This is an optimization exercise on Yosys and OpenROAD, whose aim is small area and few clock cycles, not a production implementation. The RTL was checked by simulation tests, not by an equivalence proof against the original design.

==> design.v <==
package ptc_pkg;
   localparam int unsigned SAMPLE_W    = 24;
   localparam int unsigned OUT_W       = 24;
   localparam int unsigned SCALE_W     = 32;
   localparam int unsigned CSR_INDEX_W = 8;
   localparam int unsigned CSR_DATA_W  = 32;
   localparam int unsigned PROD_W      = SAMPLE_W + SCALE_W;
   localparam int unsigned ANGLE_W     = 32;
   localparam int unsigned TABLE_LEN   = 30;
   localparam logic [CSR_INDEX_W-1:0] CSR_PHASE_SCALE = CSR_INDEX_W'(0);
   localparam logic [CSR_INDEX_W-1:0] CSR_WEAK_MODE   = CSR_INDEX_W'(1);
   localparam logic [SCALE_W-1:0] PHASE_SCALE_RESET = 32'h0100_0000;
   localparam logic [38:0] TWO_PI_Q36 = 39'd431777206545;
   localparam logic [23:0] RECIP_Q62  =
      24'(64'h4000_0000_0000_0000 / {25'd0, TWO_PI_Q36});
   localparam logic [18:0] TWO_PI_HI  = TWO_PI_Q36[38:20];
   localparam logic [19:0] TWO_PI_LO  = TWO_PI_Q36[19:0];
   localparam logic [32:0] HALF_PI_Q30     = 33'd1686629713;
   localparam logic [32:0] PI_Q30          = 33'd3373259426;
   localparam logic [32:0] THREE_HALF_PI_Q30 = PI_Q30 + HALF_PI_Q30;
   localparam logic [32:0] TWO_PI_Q30      = 33'd6746518852;
   localparam logic signed [ANGLE_W-1:0] CORDIC_GAIN_Q30 = 32'sd652032874;
   localparam logic signed [OUT_W-1:0]   ONE_Q16         = 24'sd65536;
endpackage
module ptc_cordic_cell #(
   parameter int unsigned STAGE = 0
) (
   input  logic               dir,
   input  logic signed [31:0] x_i,
   input  logic signed [31:0] y_i,
   output logic signed [31:0] x_o,
   output logic signed [31:0] y_o
);
   logic signed [31:0] dx, dy;
   logic [32:0]        tx, ty;
   always_comb begin
      dx = y_i >>> STAGE;
      dy = x_i >>> STAGE;
      tx = {x_i, 1'b1} + {dx ^ {32{dir}}, dir};
      ty = {y_i, 1'b1} + {dy ^ {32{!dir}}, !dir};
      x_o = tx[32:1];
      y_o = ty[32:1];
   end
endmodule
module ptc_xy_seg #(
   parameter int unsigned FIRST = 0,
   parameter int unsigned LAST  = 0
) (
   input  logic [17:0]        dir,
   input  logic signed [31:0] x_i,
   input  logic signed [31:0] y_i,
   output logic signed [31:0] x_o,
   output logic signed [31:0] y_o
);
   logic [LAST+1:FIRST][31:0] xs, ys;
   assign xs[FIRST] = x_i;
   assign ys[FIRST] = y_i;
   for (genvar k = FIRST; k <= LAST; k++) begin : g_step
      ptc_cordic_cell #(.STAGE(k)) u_cell (
         .dir (dir[k]),
         .x_i (xs[k]),
         .y_i (ys[k]),
         .x_o (xs[k+1]),
         .y_o (ys[k+1])
      );
   end
   assign x_o = xs[LAST+1];
   assign y_o = ys[LAST+1];
endmodule
module ptc_qest (
   input  logic [17:0] ph,
   output logic [17:0] q
);
   logic [17:0] ph_u;
   logic [34:0] acc;
   assign ph_u = ph ^ 18'h20000;
   assign acc = {17'd0, ~ph_u[17:0]}
              + {15'd0, ph_u[17:0], 2'd0}
              + {13'd0, ~ph_u[17:0], 4'd0}
              + {8'd0, ~ph_u[17:0], 9'd0}
              + {6'd0, ph_u[17:0], 11'd0}
              + {3'd0, ph_u[17:0], 14'd0}
              + {1'd0, ph_u[17:0], 16'd0}
              + 35'd23284023825;
   assign q = acc[34:17];
endmodule
module ptc_rem (
   input  logic [40:0] p,
   input  logic [17:0] q,
   output logic [40:0] r
);
   logic [17:0] q_u;
   assign q_u = q ^ 18'h20000;
   assign r = p
            + {23'd0, ~q_u[17:0]}
            + {19'd0, ~q_u[17:0], 4'd0}
            + {15'd0, ~q_u[17:0], 8'd0}
            + {11'd0, ~q_u[17:0], 12'd0}
            + {9'd0, ~q_u[17:0], 14'd0}
            + {7'd0, ~q_u[17:0], 16'd0}
            + {5'd0, q_u[17:0], 18'd0}
            + {3'd0, q_u[17:0], 20'd0}
            + {~q_u[13:0], 27'd0}
            + {~q_u[9:0], 31'd0}
            + {~q_u[6:0], 34'd0}
            + {q_u[3:0], 37'd0}
            + {~q_u[1:0], 39'd0}
            + 41'd386108707089;
endmodule
module ptc_zchain #(
   parameter int unsigned FIRST = 0,
   parameter int unsigned LAST  = 4
) (
   input  logic [31:0]        z_i,       
   output logic [31:0]        z_o,       
   output logic [17:0]        dir_o      
);
   function automatic logic [31:0] atan_q30(input int unsigned i);
      case (i)
         0: atan_q30 = 32'd843314857;
         1: atan_q30 = 32'd497837829;
         2: atan_q30 = 32'd263043837;
         3: atan_q30 = 32'd133525159;
         4: atan_q30 = 32'd67021687;
         5: atan_q30 = 32'd33543516;
         6: atan_q30 = 32'd16775851;
         7: atan_q30 = 32'd8388437;
         8: atan_q30 = 32'd4194283;
         default: atan_q30 = 32'd2097149;
      endcase
   endfunction
   logic [LAST+1:FIRST][31:0] z;
   assign z[FIRST] = z_i;
   for (genvar i = FIRST; i <= LAST; i++) begin : g_step
      localparam int unsigned W = 32 - i;
      localparam logic [W-1:0] AT = W'(atan_q30(i));
      logic [W-1:0] zc;
      logic         d;
      logic [W:0]   t;
      assign zc = z[i][W-1:0];
      assign d  = !zc[W-1];
      assign t  = {zc, 1'b1} + {AT ^ {W{d}}, d};
      assign dir_o[i] = d;
      assign z[i+1] = {{(32-W){1'b0}}, t[W:1]};
   end
   for (genvar j = 0; j < 18; j++) begin : g_zero
      if (j < FIRST || j > LAST) begin : g_z
         assign dir_o[j] = 1'b0;
      end
   end
   assign z_o = z[LAST+1];
endmodule
module ptc_cordic_table (
   input  logic [5:0]        sig,
   output logic signed [31:0] x,
   output logic signed [31:0] y
);
   always_comb begin
      case (sig)
         6'd0: begin x = 32'hf6fdf4fb; y = 32'hc0a5cad2; end
         6'd1: begin x = 32'h3f5a352e; y = 32'hf6fdf4ff; end
         6'd2: begin x = 32'h2d46f0bb; y = 32'hd2c83daf; end
         6'd3: begin x = 32'h2d37c251; y = 32'h2d46f0bf; end
         6'd4: begin x = 32'h15dd5a99; y = 32'hc3dc9eb7; end
         6'd5: begin x = 32'h3c236149; y = 32'h15dd5a9b; end
         6'd6: begin x = 32'h3d3ab765; y = 32'hed68a7b7; end
         6'd7: begin x = 32'h12975849; y = 32'h3d3ab767; end
         6'd8: begin x = 32'h06dd161c; y = 32'hc0612c34; end
         6'd9: begin x = 32'h3f9ed3cc; y = 32'h06dd161e; end
         6'd10: begin x = 32'h3703b6b3; y = 32'hdf51929d; end
         6'd11: begin x = 32'h20ae6d63; y = 32'h3703b6b5; end
         6'd12: begin x = 32'h23fec279; y = 32'hcb182258; end
         6'd13: begin x = 32'h34e7dda7; y = 32'h23fec279; end
         6'd14: begin x = 32'h3febf2cf; y = 32'hfd0d7cfc; end
         6'd15: begin x = 32'h02f28304; y = 32'h3febf2cf; end
         6'd16: begin x = 32'hfef34a62; y = 32'hc004dec7; end
         6'd17: begin x = 32'h3ffb2139; y = 32'hfef34a64; end
         6'd18: begin x = 32'h328e1403; y = 32'hd8c58dfb; end
         6'd19: begin x = 32'h273a7205; y = 32'h328e1405; end
         6'd20: begin x = 32'h1d2ebaaf; y = 32'hc70d600b; end
         6'd21: begin x = 32'h38f29ff5; y = 32'h1d2ebaaf; end
         6'd22: begin x = 32'h3f115660; y = 32'hf52d6892; end
         6'd23: begin x = 32'h0ad2976e; y = 32'h3f115660; end
         6'd24: begin x = 32'h0ebb5827; y = 32'hc1bab317; end
         6'd25: begin x = 32'h3e454ce9; y = 32'h0ebb5827; end
         6'd26: begin x = 32'h3aa7d8d1; y = 32'he66c4b95; end
         6'd27: begin x = 32'h1993b46b; y = 32'h3aa7d8d1; end
         6'd28: begin x = 32'h2a4d71fb; y = 32'hcffce59f; end
         6'd29: begin x = 32'h30031a61; y = 32'h2a4d71f9; end
         6'd30: begin x = 32'h3fca8cb0; y = 32'h0508e4f3; end
         6'd31: begin x = 32'hfaf71b0d; y = 32'h3fca8cae; end
         6'd32: begin x = 32'hfaf71b0b; y = 32'hc0357352; end
         6'd33: begin x = 32'h3fca8cae; y = 32'hfaf71b0d; end
         6'd34: begin x = 32'h30031a5f; y = 32'hd5b28e07; end
         6'd35: begin x = 32'h2a4d71f9; y = 32'h30031a61; end
         6'd36: begin x = 32'h1993b46b; y = 32'hc558272f; end
         6'd37: begin x = 32'h3aa7d8d1; y = 32'h1993b46b; end
         6'd38: begin x = 32'h3e454ce9; y = 32'hf144a7d9; end
         6'd39: begin x = 32'h0ebb5827; y = 32'h3e454ce9; end
         6'd40: begin x = 32'h0ad2976e; y = 32'hc0eea9a0; end
         6'd41: begin x = 32'h3f115660; y = 32'h0ad2976e; end
         6'd42: begin x = 32'h38f29ff5; y = 32'he2d14551; end
         6'd43: begin x = 32'h1d2ebaaf; y = 32'h38f29ff5; end
         6'd44: begin x = 32'h273a7207; y = 32'hcd71ebfc; end
         6'd45: begin x = 32'h328e1405; y = 32'h273a7205; end
         6'd46: begin x = 32'h3ffb213b; y = 32'h010cb59c; end
         6'd47: begin x = 32'hfef34a64; y = 32'h3ffb2139; end
         6'd48: begin x = 32'h02f28304; y = 32'hc0140d31; end
         6'd49: begin x = 32'h3febf2cf; y = 32'h02f28304; end
         6'd50: begin x = 32'h34e7dda7; y = 32'hdc013d87; end
         6'd51: begin x = 32'h23fec279; y = 32'h34e7dda7; end
         6'd52: begin x = 32'h20ae6d65; y = 32'hc8fc494b; end
         6'd53: begin x = 32'h3703b6b5; y = 32'h20ae6d63; end
         6'd54: begin x = 32'h3f9ed3ce; y = 32'hf922e9e2; end
         6'd55: begin x = 32'h06dd161e; y = 32'h3f9ed3cc; end
         6'd56: begin x = 32'h1297584b; y = 32'hc2c54899; end
         6'd57: begin x = 32'h3d3ab767; y = 32'h12975849; end
         6'd58: begin x = 32'h3c23614b; y = 32'hea22a565; end
         6'd59: begin x = 32'h15dd5a9b; y = 32'h3c236149; end
         6'd60: begin x = 32'h2d37c255; y = 32'hd2b90f41; end
         6'd61: begin x = 32'h2d46f0bf; y = 32'h2d37c251; end
         6'd62: begin x = 32'h3f5a3532; y = 32'h09020b01; end
         default: begin x = 32'hf6fdf4ff; y = 32'h3f5a352e; end
      endcase
   end
endmodule
import ptc_pkg::*;
module phase_to_complex_transmission #(
   parameter int unsigned CORDIC_STAGES = 18
) (
   input  logic                                 clock,
   input  logic                                 reset,
   input  logic                                 req_valid,
   output logic                                 req_ready,
   input  logic signed [ptc_pkg::SAMPLE_W-1:0]  req_sample,
   input  logic                                 req_last,
   output logic                                 rsp_valid,
   input  logic                                 rsp_ready,
   output logic signed [ptc_pkg::OUT_W-1:0]     rsp_real,
   output logic signed [ptc_pkg::OUT_W-1:0]     rsp_imag,
   output logic                                 rsp_last,
   input  logic                                 csr_valid,
   output logic                                 csr_ready,
   input  logic [ptc_pkg::CSR_INDEX_W-1:0]      csr_index,
   input  logic [ptc_pkg::CSR_DATA_W-1:0]       csr_wdata
);
   function automatic logic signed [23:0] sat_out(input logic signed [55:0] v);
      if (v > 56'sd8388607) begin
         sat_out = 24'sh7FFFFF;
      end else if (v < -56'sd8388608) begin
         sat_out = 24'sh800000;
      end else begin
         sat_out = v[23:0];
      end
   endfunction
   logic [SCALE_W-1:0] phase_scale_ff;
   logic               weak_mode_ff;
   logic               advance;
   logic               accept;
   logic               out_valid;
   assign csr_ready = 1'b1;
   always_ff @(posedge clock) begin
      if (reset) begin
         phase_scale_ff <= PHASE_SCALE_RESET;
         weak_mode_ff   <= 1'b0;
      end else if (csr_valid) begin
         case (csr_index)
            CSR_PHASE_SCALE: phase_scale_ff <= csr_wdata;
            CSR_WEAK_MODE:   weak_mode_ff   <= csr_wdata[0];
            default: ;
         endcase
      end
   end
   assign advance   = !out_valid || rsp_ready;
   assign req_ready = advance;
   assign accept    = req_valid && advance;
   logic signed [PROD_W:0]   prod_full;
   logic signed [PROD_W-1:0] s1_p;
   logic                     s1_v, s1_l, s1_w;
   assign prod_full = req_sample * $signed({1'b0, phase_scale_ff});
   logic [17:0]              q2;
   logic [40:0]              r2;
   logic signed [PROD_W-1:0] w_sum, w_shift;
   logic [40:0]              s2_r;
   logic signed [23:0]       s2_weak;
   logic                     s2_v, s2_l, s2_w;
   ptc_qest u_qest (
      .ph (s1_p[PROD_W-1:38]),
      .q  (q2)
   );
   ptc_rem u_rem (
      .p  (s1_p[40:0]),
      .q  (q2),
      .r  (r2)
   );
   always_comb begin
      w_sum   = s1_p + 56'sd524288;
      w_shift = w_sum >>> 20;
   end
   logic signed [40:0]       r4, m_val;
   logic [32:0]              a5;
   logic signed [33:0]       z_wide;
   logic                     neg3;
   logic [31:0]              z2;
   logic [17:0]              dir_a;
   logic [31:0]              s3_z;
   logic [1:0]               s3_dir;
   logic                     s3_neg;
   logic signed [23:0]       s3_weak;
   logic                     s3_v, s3_l, s3_w;
   always_comb begin
      r4 = s2_r;
      if (r4[40]) begin
         m_val = r4 + $signed({2'b00, TWO_PI_Q36});
      end else if (r4 >= $signed({2'b00, TWO_PI_Q36})) begin
         m_val = r4 - $signed({2'b00, TWO_PI_Q36});
      end else begin
         m_val = r4;
      end
      a5 = m_val[38:6];
      if (a5 < HALF_PI_Q30) begin
         z_wide = $signed({1'b0, a5});
         neg3   = 1'b0;
      end else if (a5 < THREE_HALF_PI_Q30) begin
         z_wide = $signed({1'b0, a5}) - $signed({1'b0, PI_Q30});
         neg3   = 1'b1;
      end else begin
         z_wide = $signed({1'b0, a5}) - $signed({1'b0, TWO_PI_Q30});
         neg3   = 1'b0;
      end
   end
   ptc_zchain #(.FIRST(0), .LAST(1)) u_z0 (
      .z_i   (z_wide[31:0]),
      .z_o   (z2),
      .dir_o (dir_a)
   );
   logic [31:0]              z6;
   logic [17:0]              dir_b;
   logic [31:0]              s4_z;
   logic [5:0]               s4_dir;
   logic                     s4_neg;
   logic signed [23:0]       s4_weak;
   logic                     s4_v, s4_l, s4_w;
   ptc_zchain #(.FIRST(2), .LAST(5)) u_z1 (
      .z_i   (s3_z),
      .z_o   (z6),
      .dir_o (dir_b)
   );
   logic [31:0]              z10;
   logic [17:0]              dir_c, dir5;
   logic signed [31:0]       x6, y6, x9, y9;
   logic signed [31:0]       s5_x, s5_y;
   logic [17:0]              s5_dir;
   logic                     s5_neg;
   logic signed [23:0]       s5_weak;
   logic                     s5_v, s5_l, s5_w;
   ptc_zchain #(.FIRST(6), .LAST(9)) u_z2 (
      .z_i   (s4_z),
      .z_o   (z10),
      .dir_o (dir_c)
   );
   always_comb begin
      dir5 = dir_c | {12'd0, s4_dir};
      dir5[10] = !z10[21];
      for (int k = 11; k < 18; k++) dir5[k] = z10[31-k];
   end
   ptc_cordic_table u_table (
      .sig (s4_dir),
      .x   (x6),
      .y   (y6)
   );
   ptc_xy_seg #(.FIRST(6), .LAST(8)) u_seg1 (
      .dir (dir5), .x_i (x6), .y_i (y6), .x_o (x9), .y_o (y9));
   logic signed [31:0]       x12, y12, x15, y15;
   logic signed [31:0]       s6_x, s6_y, s7_x, s7_y;
   logic [17:0]              s6_dir, s7_dir;
   logic                     s6_neg, s7_neg;
   logic signed [23:0]       s6_weak, s7_weak;
   logic                     s6_v, s6_l, s6_w, s7_v, s7_l, s7_w;
   ptc_xy_seg #(.FIRST(9), .LAST(11)) u_seg2 (
      .dir (s5_dir), .x_i (s5_x), .y_i (s5_y), .x_o (x12), .y_o (y12));
   ptc_xy_seg #(.FIRST(12), .LAST(14)) u_seg3 (
      .dir (s6_dir), .x_i (s6_x), .y_i (s6_y), .x_o (x15), .y_o (y15));
   logic signed [31:0]       xs18, ys18;
   logic signed [ANGLE_W:0]  c_sgn, s_sgn, c_rnd, s_rnd;
   logic signed [OUT_W-1:0]  fmt_re, fmt_im;
   logic [2*OUT_W:0]         out_ff;
   ptc_xy_seg #(.FIRST(15), .LAST(17)) u_seg4 (
      .dir (s7_dir), .x_i (s7_x), .y_i (s7_y), .x_o (xs18), .y_o (ys18));
   always_comb begin
      c_sgn = s7_neg ? -$signed({xs18[31], xs18}) : $signed({xs18[31], xs18});
      s_sgn = s7_neg ? -$signed({ys18[31], ys18}) : $signed({ys18[31], ys18});
      c_rnd = (c_sgn + 33'sd8192) >>> 14;
      s_rnd = (s_sgn + 33'sd8192) >>> 14;
      if (s7_w) begin
         fmt_re = ONE_Q16;
         fmt_im = s7_weak;
      end else begin
         fmt_re = sat_out(PROD_W'(c_rnd));
         fmt_im = sat_out(PROD_W'(s_rnd));
      end
   end
   always_ff @(posedge clock) begin
      if (reset) begin
         s1_v <= 1'b0;
         s2_v <= 1'b0;
         s3_v <= 1'b0;
         s4_v <= 1'b0;
         s5_v <= 1'b0;
         s6_v <= 1'b0;
         s7_v <= 1'b0;
         out_valid <= 1'b0;
      end else if (advance) begin
         s1_v <= accept;
         s2_v <= s1_v;
         s3_v <= s2_v;
         s4_v <= s3_v;
         s5_v <= s4_v;
         s6_v <= s5_v;
         s7_v <= s6_v;
         out_valid <= s7_v;
      end
   end
   always_ff @(posedge clock) begin
      if (advance) begin
         s1_p    <= prod_full[PROD_W-1:0];
         s1_l    <= req_last;
         s1_w    <= weak_mode_ff;
         s2_r    <= r2;
         s2_weak <= sat_out(w_shift);
         s2_l    <= s1_l;
         s2_w    <= s1_w;
         s3_z    <= z2;
         s3_dir  <= dir_a[1:0];
         s3_neg  <= neg3;
         s3_weak <= s2_weak;
         s3_l    <= s2_l;
         s3_w    <= s2_w;
         s4_z    <= z6;
         s4_dir  <= dir_b[5:0] | {4'd0, s3_dir};
         s4_neg  <= s3_neg;
         s4_weak <= s3_weak;
         s4_l    <= s3_l;
         s4_w    <= s3_w;
         s5_x    <= x9;
         s5_y    <= y9;
         s5_dir  <= dir5;
         s5_neg  <= s4_neg;
         s5_weak <= s4_weak;
         s5_l    <= s4_l;
         s5_w    <= s4_w;
         s6_x    <= x12;
         s6_y    <= y12;
         s6_dir  <= s5_dir;
         s6_neg  <= s5_neg;
         s6_weak <= s5_weak;
         s6_l    <= s5_l;
         s6_w    <= s5_w;
         s7_x    <= x15;
         s7_y    <= y15;
         s7_dir  <= s6_dir;
         s7_neg  <= s6_neg;
         s7_weak <= s6_weak;
         s7_l    <= s6_l;
         s7_w    <= s6_w;
         out_ff  <= {fmt_re, fmt_im, s7_l};
      end
   end
   assign rsp_valid = out_valid;
   assign rsp_real  = out_ff[2*OUT_W:OUT_W+1];
   assign rsp_imag  = out_ff[OUT_W:1];
   assign rsp_last  = out_ff[0];
endmodule
==> run.sh <==
#!/bin/bash
# synth_recipe.tcl (not shown) runs the flow's synth.tcl, then flattens the netlist and writes it again
# the make line also repeats each setting of config.mk as NAME=value (left out here)
make -C /OpenROAD-flow-scripts/flow DESIGN_CONFIG=/design/flow/config.mk WORK_HOME=/design/flow/orfs CLKGATE_MAP_FILE= SYNTH_SCRIPT=/design/flow/synth_recipe.tcl finish
==> config.mk <==
export PLATFORM = sky130hd
export DESIGN_NAME = phase_to_complex_transmission
export DESIGN_NICKNAME = phase_to_complex_transmission
export VERILOG_FILES = /design/flow/design.v
export SDC_FILE = /design/flow/constraint.sdc
export NUM_CORES = 4
export LEC_CHECK = 0
export CAP_MARGIN = 20
export CORE_MARGIN = 2
export CORE_UTILIZATION = 40
export PLACE_DENSITY = 0.6
export SLEW_MARGIN = 20
==> constraint.sdc <==
create_clock -name core_clock -period 12.0 [get_ports {clock}]
set_input_delay 2.4000 -clock core_clock [delete_from_list [all_inputs] [get_ports {clock}]]
set_output_delay 2.4000 -clock core_clock [all_outputs]
set_load 0.01 [all_outputs]
==> impl_metrics.tcl, run 1 <==
set metrics [dict create \
    finalHoldViolations 0 \
    instances_no_fill 18535 \
    layout_setup_ws_ps -242 \
    fin_util 0.465 \
    finalMaxSlewViolations 0 \
    whs_ps 329 \
    nNetsFinal 16938 \
    critical-path-max-stage-delay_ps 540 \
    die_x_um 544 \
    dp_slack_ps -471 \
    clk_pin_slew_ps 60 \
    r2r-end "s2_r[40]" \
    finalCritPeriodShare 1.02 \
    crit_path_max_fanout 3 \
    placed_cells 18250 \
    avgRoutedWirePerCell_um 18.8 \
    start_kind "flop" \
    drc 0 \
    ant_nets 0 \
    cts_root_buf "clkbuf_16" \
    io_buffers 120 \
    insertion_delay_ps 880 \
    cts.path.max_buffers 4 \
    yosysUniqueCellTypes 111 \
    die_y_um 544 \
    min_from "s3_w" \
    grt_max_degree 86 \
    drv_cap 0 \
    endpoint_kind "flop" \
    cp_slowest_cell "fa_1" \
    hold_buffers 0 \
    tightest_slew_ps 1030 \
    crit_type "reg2reg" \
    first_pass_iters 6 \
    ys_ff_latch 681 \
    numCtsBuffers 92 \
    htreeDepth 3 \
    drt-initial-drc-count 7745 \
    relSlewSlack 0.306 \
    postSynthAreaPerCell_um2 8.51 \
    yosys_most_used_dff "edfxtp_1" \
    status "finished with violations" \
    finalInstanceArea_mm2 0.135 \
    grt_pass1_wl_mm 546 \
    crit_arrival_ps 12800 \
    area_growth_pct 15.9 \
    syn-cell-area_mm2 0.117 \
    io_pins 122 \
    hold_path.class "reg2reg" \
    layout-drive-gt1-share 0.123 \
    setup_viol 4 \
    regToRegSetupSlack_ps -240 \
    rsz0062_at_grt "yes" \
    fin_skew_ps 95.2 \
    grt-ovfl-total 0 \
    place_congestion 0.982 \
    yosysSeqAreaShare 0.167 \
    required_ps 12550 \
    first_global_vias 98244 \
    hpwl_mm 277 \
    synth_nets 16064 \
    cts_tree "yes" \
    wl_mm 349 \
    ys_warn_count 14 \
    vias_per_cell 5.49 \
    core_mm2 0.290 \
    grt_use_total 0.229 \
    dieArea_mm2 0.296 \
    antenna_found_initial 6 \
    cts.sinks 681 \
    rows 198 \
    hold_end "s4_w" \
    reg2reg_from "s1_p[39]" \
    via_count 101704 \
    layout_min_cycle_time_ps 12240 \
    r2r_cells 59 \
    place_area_mm2 0.129 \
    synthCells 13689 \
    initial_utilization 0.401 \
    so_faults "negative setup slack" \
    synth_edf_count 578 \
    max_freq_ghz 0.0817 \
    hold_depth 0 \
    async_flop_share 0 \
]
## Yosys cell counts, types with 25 or more instances
library cell | n | area (um^2)
ha_1 | 1452 | 18200
nand2_1 | 1294 | 4860
inv_1 | 1284 | 4820
xnor2_1 | 1147 | 10000
a21oi_1 | 969 | 4850
nor2_1 | 883 | 3310
fa_1 | 853 | 17100
o21ai_0 | 659 | 3300
edfxtp_1 | 578 | 17400
xor2_1 | 442 | 3870
clkbuf_1 | 389 | 1460
a21o_1 | 352 | 2640
and2_1 | 331 | 2070
nor3_1 | 309 | 1550
nand3_1 | 293 | 1470
o21a_1 | 182 | 1370
nand2b_1 | 168 | 1050
o21bai_1 | 164 | 1230
and3_1 | 132 | 826
a31oi_1 | 126 | 788
a211oi_1 | 123 | 923
nor2b_1 | 123 | 769
dfxtp_1 | 103 | 2060
o211ai_1 | 95 | 713
or3_1 | 92 | 576
a21boi_0 | 88 | 661
nand4_1 | 86 | 538
o31ai_1 | 65 | 488
or2_2 | 52 | 325
a211o_1 | 42 | 368
nor4_1 | 42 | 263
a311oi_1 | 38 | 333
a221oi_1 | 35 | 307
buf_1 | 34 | 128
a31o_2 | 33 | 289
mux2i_1 | 30 | 300
o22ai_1 | 30 | 188
o311ai_0 | 30 | 263
a2111oi_0 | 29 | 254
o2111ai_1 | 29 | 254
o41ai_1 | 29 | 254
a41oi_1 | 25 | 219
## registers in the layout (all words and copies together) (netlist names), 26 cells and up
| signal | count |
|---|---|
| s6_y | 32 |
| s2_r | 41 |
| s7_x | 32 |
| s4_z | 26 |
| s5_x | 32 |
| u_seg1.g_step.u_cell.x_i | 31 |
| out_ff | 44 |
| s5_y | 32 |
| u_seg1.g_step.u_cell.y_i | 31 |
| phase_scale_ff | 32 |
| s6_x | 32 |
| s3_z | 30 |
| s1_p | 56 |
| s7_y | 32 |
## worst max-delay path, delay by kind of cell (launching register included)
family	cells	cell delay (ps)
fa+ha+maj	11	4330
compound gates	26	4640
flops	1	430
simple gates	13	1740
buf+inv	6	490
xor+xnor	3	290
## final cells by class
| cell class | count | area (um^2) |
|---|---|---|
| fillers | 28511 | 155000 |
| inverters | 1293 | 4900 |
| well taps | 3900 | 4880 |
| clock inverters | 62 | 652 |
| multi-input cells | 11274 | 93000 |
| diodes | 3 | 7.51 |
| repair inverters | 1 | 8.76 |
| repair buffers | 1220 | 9750 |
| flip-flops and latches | 681 | 19400 |
| clock buffers | 101 | 2430 |
## what timing repair did
action,4_1_cts,5_1_grt
setup buffers,28,97
gates cloned,0,1
hold endpoints to repair,0,0
endpoints found under the setup margin,26,120
pin swaps,63,215
resized for setup,60,448
## logic make-up after synthesis
family,synth area share
simple gates,0.161
compound gates,0.189
fa+ha+maj,0.303
buf+inv,0.0563
xor+xnor,0.121
flops,0.167
mux,0.00348
other cells,0.0000322
## metrics by stage
stage	TNS, ps
detailed placement	-4250
global placement	-3090
finish	-715
floorplan	-658
global route	-8340
CTS	-844
## layout by cell type, fill, tap and decap left out, drive strengths merged, types with 165 or more instances in the layout
cell,instances
nor3,312
edfxtp,578
nor2,884
nand3,293
nand2b,168
o21ai,679
o21bai,165
fa,853
buf,1101
nand2,1295
a21oi,970
inv,1293
a21o,352
xnor2,1152
ha,1452
and2,331
xor2,442
o21a,182
## layer usage
| layer | global-route usage | vias to the layer above | share of wire |
|---|---|---|---|
| li1 | - | 49664 | - |
| met1 | 0.321 | 48564 | 0.46 |
| met2 | 0.367 | 2902 | 0.45 |
| met3 | 0.0302 | 568 | 0.063 |
| met4 | 0.0675 | 6 | 0.032 |
| met5 | 0 | - | 0.000097 |
## worst max-delay path by stage
stage / depth (start not counted) / endpoint / start / slack, ps
floorplan: 70 / s5_dir[10] / s4_z[25] / -350
global placement: 60 / s2_r[40] / s1_p[40] / -520
detailed placement: 60 / s2_r[40] / s1_p[40] / -470
CTS: 60 / s2_r[39] / s1_p[39] / -230
global route: 60 / s2_r[40] / s1_p[38] / -810
finish: 59 / s2_r[40] / s1_p[39] / -240
Testbench counts, summed over its fixed seeds: cycles 8,064.
==> run 2, diff against run 1 <==
--- a/design.v
+++ b/design.v
@@ -27,4 +27,5 @@
 ) (
    input  logic               dir,
+   input  logic               hold,
    input  logic signed [31:0] x_i,
    input  logic signed [31:0] y_i,
@@ -38,5 +39,5 @@
       dy = x_i >>> STAGE;
       tx = {x_i, 1'b1} + {dx ^ {32{dir}}, dir};
-      ty = {y_i, 1'b1} + {dy ^ {32{!dir}}, !dir};
+      ty = {y_i, 1'b1} + {(dy ^ {32{!dir}}) & {32{!hold}}, !dir && !hold};
       x_o = tx[32:1];
       y_o = ty[32:1];
@@ -48,4 +49,5 @@
 ) (
    input  logic [17:0]        dir,
+   input  logic               hold,
    input  logic signed [31:0] x_i,
    input  logic signed [31:0] y_i,
@@ -58,5 +60,6 @@
    for (genvar k = FIRST; k <= LAST; k++) begin : g_step
       ptc_cordic_cell #(.STAGE(k)) u_cell (
-         .dir (dir[k]),
+         .dir  (dir[k]),
+         .hold (hold),
          .x_i (xs[k]),
          .y_i (ys[k]),
@@ -108,4 +111,50 @@
             + 41'd386108707089;
 endmodule
+module ptc_fold (
+   input  logic [40:0]        r,
+   output logic [31:0]        z,
+   output logic               neg
+);
+   localparam logic [40:0] U_T       = 41'd1531288834321;            
+   localparam logic [40:0] U_LO_J0   = 41'd775678722863;    
+   localparam logic [40:0] U_LO_J1   = 41'd991567326127;    
+   localparam logic [40:0] U_MID_J0  = 41'd1207455929408;    
+   localparam logic [40:0] U_MID_J1  = 41'd1423344532672;    
+   localparam logic [40:0] U_HI_J0   = 41'd1639233135953;    
+   localparam logic [40:0] U_HI_J1   = 41'd1855121739217;    
+   logic [40:0] ru;
+   logic        kp, km, j0, j1, e_p, e_m;
+   logic [31:0] c;
+   always_comb begin
+      ru  = {!r[40], r[39:0]};
+      kp  = r[40];                     
+      km  = !(ru < U_T);               
+      if (kp) begin
+         j0 = ru < U_LO_J0;
+         j1 = ru < U_LO_J1;
+      end else if (km) begin
+         j0 = ru < U_HI_J0;
+         j1 = ru < U_HI_J1;
+      end else begin
+         j0 = ru < U_MID_J0;
+         j1 = ru < U_MID_J1;
+      end
+      e_p = r[5:0] >= 6'd47;
+      e_m = r[5:0] < 6'd17;
+      case ({kp, km, j0, j1})
+         4'b1011: c = 32'h921fb544 + {31'd0, e_p};
+         4'b1001: c = 32'hc90fdaa2 + {31'd0, e_p};
+         4'b1000: c = {31'd0, e_p};
+         4'b0011: c = 32'h00000000;
+         4'b0001: c = 32'h36f0255e;
+         4'b0000: c = 32'h6de04abc;
+         4'b0111: c = 32'h6de04abc - {31'd0, e_m};
+         4'b0101: c = 32'ha4d0701a - {31'd0, e_m};
+         default: c = 32'hdbc09578 - {31'd0, e_m};
+      endcase
+      neg = !j0 && j1;
+      z = r[37:6] + c;
+   end
+endmodule
 module ptc_zchain #(
    parameter int unsigned FIRST = 0,
@@ -151,4 +200,34 @@
    assign z_o = z[LAST+1];
 endmodule
+module ptc_mult (
+   input  logic signed [23:0] s,
+   input  logic [31:0]        c,
+   output logic [55:0]        p
+);
+   localparam logic [55:0] K_OFF = 56'haaaaaa00000000;
+   logic [24:0]           sx;         
+   logic [11:0][33:0]     row;
+   logic [11:0]           neg;
+   logic [11:0][55:0]     row_sh;
+   logic [55:0]           neg_bits;
+   assign sx = {s, 1'b0};
+   for (genvar i = 0; i < 12; i++) begin : g_row
+      logic one, two;
+      logic [33:0] mag;
+      assign one    = sx[2*i+1] ^ sx[2*i];
+      assign two    = (sx[2*i+2] & !sx[2*i+1] & !sx[2*i]) | (!sx[2*i+2] & sx[2*i+1] & sx[2*i]);
+      assign neg[i] = sx[2*i+2];
+      assign mag    = ({2'b00, c} & {34{one}}) | ({1'b0, c, 1'b0} & {34{two}});
+      assign row[i] = (mag ^ {34{neg[i]}}) ^ {1'b1, 33'd0};
+      assign row_sh[i] = 56'(row[i]) << (2 * i);
+   end
+   always_comb begin
+      neg_bits = '0;
+      for (int i = 0; i < 12; i++) neg_bits[2*i] = neg[i];
+   end
+   assign p = row_sh[0] + row_sh[1] + row_sh[2] + row_sh[3] + row_sh[4] + row_sh[5]
+            + row_sh[6] + row_sh[7] + row_sh[8] + row_sh[9] + row_sh[10] + row_sh[11]
+            + neg_bits - K_OFF;
+endmodule
 module ptc_cordic_table (
    input  logic [5:0]        sig,
@@ -275,13 +354,17 @@
    assign req_ready = advance;
    assign accept    = req_valid && advance;
-   logic signed [PROD_W:0]   prod_full;
+   logic [PROD_W-1:0]        prod;
    logic signed [PROD_W-1:0] s1_p;
    logic                     s1_v, s1_l, s1_w;
-   assign prod_full = req_sample * $signed({1'b0, phase_scale_ff});
+   ptc_mult u_mult (
+      .s (req_sample),
+      .c (phase_scale_ff),
+      .p (prod)
+   );
    logic [17:0]              q2;
    logic [40:0]              r2;
    logic signed [PROD_W-1:0] w_sum, w_shift;
+   logic signed [23:0]       weak2;
    logic [40:0]              s2_r;
-   logic signed [23:0]       s2_weak;
    logic                     s2_v, s2_l, s2_w;
    ptc_qest u_qest (
@@ -297,39 +380,20 @@
       w_sum   = s1_p + 56'sd524288;
       w_shift = w_sum >>> 20;
+      weak2   = sat_out(w_shift);
    end
-   logic signed [40:0]       r4, m_val;
-   logic [32:0]              a5;
-   logic signed [33:0]       z_wide;
+   logic [31:0]              z0, z2;
    logic                     neg3;
-   logic [31:0]              z2;
    logic [17:0]              dir_a;
    logic [31:0]              s3_z;
    logic [1:0]               s3_dir;
    logic                     s3_neg;
-   logic signed [23:0]       s3_weak;
    logic                     s3_v, s3_l, s3_w;
-   always_comb begin
-      r4 = s2_r;
-      if (r4[40]) begin
-         m_val = r4 + $signed({2'b00, TWO_PI_Q36});
-      end else if (r4 >= $signed({2'b00, TWO_PI_Q36})) begin
-         m_val = r4 - $signed({2'b00, TWO_PI_Q36});
-      end else begin
-         m_val = r4;
-      end
-      a5 = m_val[38:6];
-      if (a5 < HALF_PI_Q30) begin
-         z_wide = $signed({1'b0, a5});
-         neg3   = 1'b0;
-      end else if (a5 < THREE_HALF_PI_Q30) begin
-         z_wide = $signed({1'b0, a5}) - $signed({1'b0, PI_Q30});
-         neg3   = 1'b1;
-      end else begin
-         z_wide = $signed({1'b0, a5}) - $signed({1'b0, TWO_PI_Q30});
-         neg3   = 1'b0;
-      end
-   end
+   ptc_fold u_fold (
+      .r   (s2_r),
+      .z   (z0),
+      .neg (neg3)
+   );
    ptc_zchain #(.FIRST(0), .LAST(1)) u_z0 (
-      .z_i   (z_wide[31:0]),
+      .z_i   (z0),
       .z_o   (z2),
       .dir_o (dir_a)
@@ -340,5 +404,4 @@
    logic [5:0]               s4_dir;
    logic                     s4_neg;
-   logic signed [23:0]       s4_weak;
    logic                     s4_v, s4_l, s4_w;
    ptc_zchain #(.FIRST(2), .LAST(5)) u_z1 (
@@ -349,9 +412,8 @@
    logic [31:0]              z10;
    logic [17:0]              dir_c, dir5;
-   logic signed [31:0]       x6, y6, x9, y9;
+   logic signed [31:0]       tx6, ty6, x6, y6, x9, y9;
    logic signed [31:0]       s5_x, s5_y;
    logic [17:0]              s5_dir;
    logic                     s5_neg;
-   logic signed [23:0]       s5_weak;
    logic                     s5_v, s5_l, s5_w;
    ptc_zchain #(.FIRST(6), .LAST(9)) u_z2 (
@@ -367,19 +429,20 @@
    ptc_cordic_table u_table (
       .sig (s4_dir),
-      .x   (x6),
-      .y   (y6)
+      .x   (tx6),
+      .y   (ty6)
    );
+   assign x6 = s4_w ? {{8{s4_z[23]}}, s4_z[23:0]} : tx6;
+   assign y6 = s4_w ? 32'sd0 : ty6;
    ptc_xy_seg #(.FIRST(6), .LAST(8)) u_seg1 (
-      .dir (dir5), .x_i (x6), .y_i (y6), .x_o (x9), .y_o (y9));
+      .dir (dir5), .hold (s4_w), .x_i (x6), .y_i (y6), .x_o (x9), .y_o (y9));
    logic signed [31:0]       x12, y12, x15, y15;
    logic signed [31:0]       s6_x, s6_y, s7_x, s7_y;
    logic [17:0]              s6_dir, s7_dir;
    logic                     s6_neg, s7_neg;
-   logic signed [23:0]       s6_weak, s7_weak;
    logic                     s6_v, s6_l, s6_w, s7_v, s7_l, s7_w;
    ptc_xy_seg #(.FIRST(9), .LAST(11)) u_seg2 (
-      .dir (s5_dir), .x_i (s5_x), .y_i (s5_y), .x_o (x12), .y_o (y12));
+      .dir (s5_dir), .hold (s5_w), .x_i (s5_x), .y_i (s5_y), .x_o (x12), .y_o (y12));
    ptc_xy_seg #(.FIRST(12), .LAST(14)) u_seg3 (
-      .dir (s6_dir), .x_i (s6_x), .y_i (s6_y), .x_o (x15), .y_o (y15));
+      .dir (s6_dir), .hold (s6_w), .x_i (s6_x), .y_i (s6_y), .x_o (x15), .y_o (y15));
    logic signed [31:0]       xs18, ys18;
    logic signed [ANGLE_W:0]  c_sgn, s_sgn, c_rnd, s_rnd;
@@ -387,5 +450,5 @@
    logic [2*OUT_W:0]         out_ff;
    ptc_xy_seg #(.FIRST(15), .LAST(17)) u_seg4 (
-      .dir (s7_dir), .x_i (s7_x), .y_i (s7_y), .x_o (xs18), .y_o (ys18));
+      .dir (s7_dir), .hold (s7_w), .x_i (s7_x), .y_i (s7_y), .x_o (xs18), .y_o (ys18));
    always_comb begin
       c_sgn = s7_neg ? -$signed({xs18[31], xs18}) : $signed({xs18[31], xs18});
@@ -395,5 +458,5 @@
       if (s7_w) begin
          fmt_re = ONE_Q16;
-         fmt_im = s7_weak;
+         fmt_im = xs18[23:0];
       end else begin
          fmt_re = sat_out(PROD_W'(c_rnd));
@@ -424,21 +487,18 @@
    always_ff @(posedge clock) begin
       if (advance) begin
-         s1_p    <= prod_full[PROD_W-1:0];
+         s1_p    <= prod;
          s1_l    <= req_last;
          s1_w    <= weak_mode_ff;
-         s2_r    <= r2;
-         s2_weak <= sat_out(w_shift);
+         s2_r    <= s1_w ? {17'd0, weak2} : r2;
          s2_l    <= s1_l;
          s2_w    <= s1_w;
-         s3_z    <= z2;
+         s3_z    <= s2_w ? {8'd0, s2_r[23:0]} : z2;
          s3_dir  <= dir_a[1:0];
          s3_neg  <= neg3;
-         s3_weak <= s2_weak;
          s3_l    <= s2_l;
          s3_w    <= s2_w;
-         s4_z    <= z6;
+         s4_z    <= s3_w ? {8'd0, s3_z[23:0]} : z6;
          s4_dir  <= dir_b[5:0] | {4'd0, s3_dir};
          s4_neg  <= s3_neg;
-         s4_weak <= s3_weak;
          s4_l    <= s3_l;
          s4_w    <= s3_w;
@@ -447,5 +507,4 @@
          s5_dir  <= dir5;
          s5_neg  <= s4_neg;
-         s5_weak <= s4_weak;
          s5_l    <= s4_l;
          s5_w    <= s4_w;
@@ -454,5 +513,4 @@
          s6_dir  <= s5_dir;
          s6_neg  <= s5_neg;
-         s6_weak <= s5_weak;
          s6_l    <= s5_l;
          s6_w    <= s5_w;
@@ -461,5 +519,4 @@
          s7_dir  <= s6_dir;
          s7_neg  <= s6_neg;
-         s7_weak <= s6_weak;
          s7_l    <= s6_l;
          s7_w    <= s6_w;
==> impl_metrics.tcl, run 2 <==
set metrics [dict create \
    hpwl_mm 319 \
    dp_slack_ps -699 \
    dieArea_mm2 0.292 \
    drv_cap 0 \
    grt_pass1_wl_mm 610 \
    drt-initial-drc-count 10653 \
    drc 0 \
    yosysSeqAreaShare 0.131 \
    grt_max_degree 115 \
    die_x_um 540 \
    yosys_most_used_dff "edfxtp_1" \
    nNetsFinal 17806 \
    endpoint_kind "flop" \
    yosysUniqueCellTypes 118 \
    io_buffers 120 \
    core_mm2 0.286 \
    muxShareOfSynthArea 0.00498 \
    critical-path-max-stage-delay_ps 600 \
    first_global_vias 104199 \
    hold_path.class "reg2reg" \
    syn-cell-area_mm2 0.115 \
    synthCells 14917 \
    relSlewSlack 0.262 \
    first_pass_iters 9 \
    top_register "s1_p" \
    async_flop_share 0 \
    rsz0062_at_grt "yes" \
    ys_ff_latch 537 \
    cp_slowest_cell "or4_4" \
    synth_top_family_by_area "compound AO/OA/AOI/OAI gates" \
    rows 196 \
    synth_compound_area_frac 0.255 \
    largest_reg_flops 56 \
    io_pins 122 \
    grt-ovfl-total 0 \
    place_area_mm2 0.129 \
    htreeDepth 3 \
    top_regs "s1_p (56), out_ff (44), s2_r (41)" \
    via_count 113460 \
    yosys-top-cells-area "ha_1 16%, edfxtp_1 11%, fa_1 8.5%, xnor2_1 8.0%, a21oi_1 6.2%" \
    yosys.area_share.xor_xnor 0.128 \
    avgRoutedWirePerCell_um 20.6 \
    setup_viol 1 \
    die_y_um 540 \
    finalCritPeriodShare 1.00 \
    antenna_found_initial 13 \
    required_ps 12560 \
    finalSetupTns_ps -20.8 \
    layout-drive-gt1-share 0.147 \
    crit_arrival_ps 12580 \
    max_freq_ghz 0.0832 \
    grt_use_total 0.263 \
    num-fill-cells 28259 \
    insertion_delay_ps 830 \
    area_growth_pct 17.5 \
    hold_depth 0 \
    cts_root_buf "clkbuf_16" \
    crit_path_max_fanout 4 \
    vias_per_cell 5.78 \
    synth_nets 16931 \
    mostFrequentLayoutCells "1,534 x nor2_1, 1,442 x buf_4, 1,402 x ha_1" \
    wl_mm 404 \
    clk_pin_slew_ps 60 \
    yosysTopAreaCell "ha_1" \
    finalHoldViolations 0 \
    tightest_slew_ps 1100 \
    ant_nets 0 \
    synth_top_cells_by_count "1,558 x nor2_1, 1,455 x ha_1, 1,428 x a21oi_1" \
    fin_skew_ps 106 \
    finalMaxSlewViolations 0 \
    ys_warn_count 16 \
    cts_tree "yes" \
    initial_utilization 0.403 \
    synth.top_cell.area_share 0.158 \
    so_faults "negative setup slack" \
    synth.most_common_cell "nor2_1" \
    place_congestion 0.993 \
    layout_setup_ws_ps -20.8 \
    r2r_cells 50 \
    synth_simple_gate_area_frac 0.171 \
    start_kind "flop" \
    cts.path.max_buffers 4 \
    status "finished with violations" \
    numCtsBuffers 78 \
    layout_commonest_cell "nor2_1" \
    synthAdderAreaFrac 0.253 \
    postSynthAreaPerCell_um2 7.71 \
    finalInstanceArea_mm2 0.135 \
    layout_min_cycle_time_ps 12020 \
    crit_type "reg2reg" \
    synth_edf_count 434 \
    cts.sinks 537 \
]
==> run 2: worst max-delay path, delay by kind of cell (launching register included) <==
family                     cells  cell delay, ps
xor gates and xnor gates       8            1240
adders and majority gates      3            1000
buffers and inverters          4             560
DFF                            1             440
AOI/OAI and AO/OA             19            4710
and+or+nand+nor               16            3820
==> run 2: path summary, 6_finish.rpt <==
check | startpoint | end | slack [ps]
max reg2reg | s7_dir[15] | out_ff[41] | -20
min reg2reg | s1_l | s2_l | 390
min | s1_l | s2_l | 390
max | s7_dir[15] | out_ff[41] | -20
==> run 2: routing by layer <==
| layer | wire (um) | vias to the layer above | share of wire | GRT usage |
|---|---|---|---|---|
| met5 | 161 | - | 0.00040 | 0.00181 |
| met3 | 23600 | 828 | 0.058 | 0.0306 |
| li1 | - | 55464 | - | - |
| met2 | 187000 | 3720 | 0.46 | 0.437 |
| met4 | 20100 | 13 | 0.050 | 0.116 |
| met1 | 173000 | 53435 | 0.43 | 0.342 |
==> run 2: what timing repair did <==
action,CTS,global route
gates resized for setup,74,602
hold buffers,0,0
setup endpoints to repair,43,130
pin swaps,52,382
setup buffers,18,130
gates cloned,0,2
==> run 2: cell families after synthesis <==
kind of cell,after synthesis
DFF,537
adders and majority gates,2060
buffers and inverters,1710
AOI/OAI and AO/OA,4578
xor gates and xnor gates,1665
and+or+nand+nor,4313
other,1
muxes,53
==> run 2: stage by stage <==
step	utilization	std cells	hold WS, ps
after global placement	0.450	19329	401
final	0.473	19619	391
after floorplan	-	14917	400
after CTS	0.461	19486	395
after detailed placement	0.450	19329	405
after global routing	0.473	19618	394
==> run 2: final cells by class <==
class / count / area (um^2) / area share
diodes: 6 / 15.0 / 0.000111
clock buffers: 88 / 2030 / 0.0150
clock inverters: 51 / 541 / 0.00400
inverters: 898 / 3410 / 0.0252
multi-input cells: 12671 / 96800 / 0.716
flip-flops and latches: 537 / 15100 / 0.112
well taps: 3762 / 4710 / 0.0348
repair buffers: 1606 / 12600 / 0.0934
Testbench counts of run 2, summed over its fixed seeds: cycles 8,064.

[port drivers added, routing unchanged]
How much do the figures lean on ideal ports? The routed layouts below were timed once more, with nothing changed but the port constraints.
Step 1, drivers: a clkbuf_16 drives clock and a buf_2 each remaining input, both assumed.
Step 2 moves the port delays by t, midway between the first and last clock arrival at a register: inputs arrive t later, outputs are due t later. That takes back most of the time a late clock gives input paths.
Slacks: ideal / step 1 / step 2; pairs: ideal / step 1.
run | t (ns) | setup slack, ns | pins driven straight from the clock port
run 1 | 0.900 | -0.242 / -0.242 / -0.242 | 1
run 2 | 0.878 | -0.021 / -0.021 / -0.467 | 1
The setup slack of run 2, which loses most, moves by 0.000 ns with the drivers and by -0.446 ns with both steps.
